Background: an optimization exercise with open tools, aiming at small area. Do not read the settings as production practice.
In this exercise RTL edits were held to simulation tests only and were not proved equivalent to the original.
Power is estimated from default activity; no workload was simulated.

==> inputs of job 2949 <==
Design regfile, start of the top module:
module regfile
(
  input  logic                 clk_in,
  input  logic                 rst_in,
  input  logic                 rdy_in,
  input  logic                 clear,
  input  logic                 issue_valid,
  input  logic [4:0]           issue_rd,
  input  logic [regfile_pkg::ROB_WIDTH-1:0] issue_rob_id,
  input  logic [4:0]           rs1,
  input  logic [4:0]           rs2,
  output logic [31:0]          val1,
  output logic [31:0]          val2,
  output logic                 has_dep1,
  output logic                 has_dep2,
  output logic [regfile_pkg::ROB_WIDTH-1:0] dep1,
  output logic [regfile_pkg::ROB_WIDTH-1:0] dep2,
  output logic [regfile_pkg::ROB_WIDTH-1:0] search_rob_id_1,
  output logic [regfile_pkg::ROB_WIDTH-1:0] search_rob_id_2,
  input  logic                 search_ready_1,
  input  logic                 search_ready_2,
  input  logic [31:0]          search_val_1,
  input  logic [31:0]          search_val_2,
  input  logic                 commit_valid,
  input  logic [regfile_pkg::ROB_WIDTH-1:0] commit_rob_id,
  input  logic [4:0]           commit_reg_id,
  input  logic [31:0]          commit_val
);
Settings: LEC_CHECK=0, CAP_MARGIN=20, CORE_MARGIN=2, CORE_UTILIZATION=50, SETUP_SLACK_MARGIN=0.4, SLEW_MARGIN=20; clock period 8.0 ns.
standard.sh (not shown) runs the stock make flow with config.mk's settings and CLKGATE_MAP_FILE= SYNTH_SCRIPT=/design/flow/synth_recipe.tcl, a recipe that flattens the netlist after the stock synthesis.
==> flow/flow/run.sh <==
#!/bin/bash
# Own layout flow: the standard synthesis, then its logic between the flip-flops
# is replaced by a hand-mapped netlist (flow/gen_netlist.py) holding the very same
# flip-flops (names and cell types, checked by flow/check_regs.py); the rest of the
# layout is the standard one. Each tool's output goes to a log file here.
set -euo pipefail
R=orfs/results/${FLOW_PLATFORM}/regfile/base
bash standard.sh synth > log_synth_standard.txt 2>&1
python3 flow/gen_netlist.py hand_netlist.v > log_gen_netlist.txt 2>&1
if python3 flow/check_regs.py $R/1_2_yosys.v hand_netlist.v > log_check_regs.txt 2>&1; then
  cp $R/1_2_yosys.v standard_1_2_yosys.v
  cp hand_netlist.v $R/1_2_yosys.v
  rm -f $R/1_synth.odb $R/1_synth.sdc
  bash standard.sh synth > log_synth_odb.txt 2>&1
else
  echo "flip-flops differ; keeping the standard netlist" >> log_check_regs.txt
fi
# Port buffers: a plain buffer (the standard flow picks a delay cell); clock
# tree: larger sink clusters and no dummy loads.
bash standard.sh finish \
  "BUFFER_PORTS_ARGS=-buffer_cell sky130_fd_sc_hd__buf_1" \
  "CTS_ARGS=-sink_clustering_enable -repair_clock_nets -dont_use_dummy_load -buf_list {sky130_fd_sc_hd__clkbuf_4 sky130_fd_sc_hd__clkbuf_8 sky130_fd_sc_hd__clkbuf_16} -sink_clustering_size 30 -sink_clustering_max_diameter 80" \
  > log_layout.txt 2>&1
Other scripts of this flow, unchanged in this note and not shown: flow/flow/check_regs.py, flow/flow/gen_netlist.py
==> job 4295 (differences from job 2949) <==
--- a/flow/flow/run.sh
+++ b/flow/flow/run.sh
@@ -21,3 +21,3 @@
   "BUFFER_PORTS_ARGS=-buffer_cell sky130_fd_sc_hd__buf_1" \
-  "CTS_ARGS=-sink_clustering_enable -repair_clock_nets -dont_use_dummy_load -buf_list {sky130_fd_sc_hd__clkbuf_4 sky130_fd_sc_hd__clkbuf_8 sky130_fd_sc_hd__clkbuf_16} -sink_clustering_size 30 -sink_clustering_max_diameter 80" \
+  "CTS_ARGS=-sink_clustering_enable -repair_clock_nets -dont_use_dummy_load -buf_list {sky130_fd_sc_hd__clkbuf_4 sky130_fd_sc_hd__clkbuf_8 sky130_fd_sc_hd__clkbuf_16} -sink_clustering_size 25 -sink_clustering_max_diameter 80" \
   > log_layout.txt 2>&1
- CORE_UTILIZATION: 50 -> 45
==> summary of the runs <==
- Cell count: job 4295 is higher than job 2949 (2.4%).
- Of job 2949 and job 4295, job 2949 has the higher critical path depth (gap 2).
- In job 4295 the routed wire length is smaller than in job 2949, by 2.0%.
- Of job 2949 and job 4295, job 4295 has the higher first-iteration DRC count (gap about 6%, measured against job 4295).
- Clock-buffer cell count: job 4295 is higher than job 2949 (6).
- Of job 4295 and job 2949, job 2949 has the higher non-clock buffer count (gap 22).
==> figures <==
quantity                                                                    job 2949                 job 4295
Number of diodes                                                                   5                        4
Final instance area                                                        52300 um2                52310 um2
Met2 Routed Length                                                          90900 um                 89630 um
Vias                                                                           38690                    38140
Portion of total power attributed to the clock network                         0.249                    0.260
Grt met2 use                                                                  0.6229                   0.5557
Relative contribution of combinational cells to total power                    0.113                    0.110
Clock latency at the later pin of the worst-skew pair                        0.69 ns                  0.70 ns
Actual transition at the worst max-transition pin                           1.157 ns                 1.234 ns
Source of the worst register-to-register timing path                   tags_flat[63]            tags_flat[15]
Status                                                       complete, no violations  complete, no violations
Total power per unit cell area                                          223.1 nW/um2             226.2 nW/um2
Vert. Die Dim                                                               310.8 um                 327.4 um

[port drivers added, routing unchanged]
No port has a modelled driver above. Below, the same layouts with a new extraction and two added sets of constraints. Step 1 (the two cells are an assumption about what drives the block):
set clk [get_ports {clk_in}]
set_driving_cell -lib_cell sky130_fd_sc_hd__clkbuf_16 $clk
set_driving_cell -lib_cell sky130_fd_sc_hd__buf_2 [delete_from_list [all_inputs] $clk]
Step 2, shift: input delay + t, output delay - t, t = (earliest + latest rising clock arrival at the registers) / 2. This alone moves slack from input paths to output paths. a / b / c = ideal / step 1 / step 2; a / b = the first two.
| run | t, ns | slack for setup (ns) | hold WS [ns] | worst register clock-pin slew, ns | cell pins on the clock port's net |
|---|---|---|---|---|---|
| job 2949 | 0.732 | 0.491 / 0.466 / 0.466 | 0.591 / 0.591 / 0.591 | 0.11 / 0.11 | 1 |
| job 4295 | 0.762 | 0.523 / 0.495 / 0.495 | 0.596 / 0.596 / 0.596 | 0.10 / 0.10 | 1 |
After both steps setup and hold are still met in every run listed. The setup slack of job 4295, which loses most, moves by -0.028 ns with the drivers and by -0.028 ns with both steps.
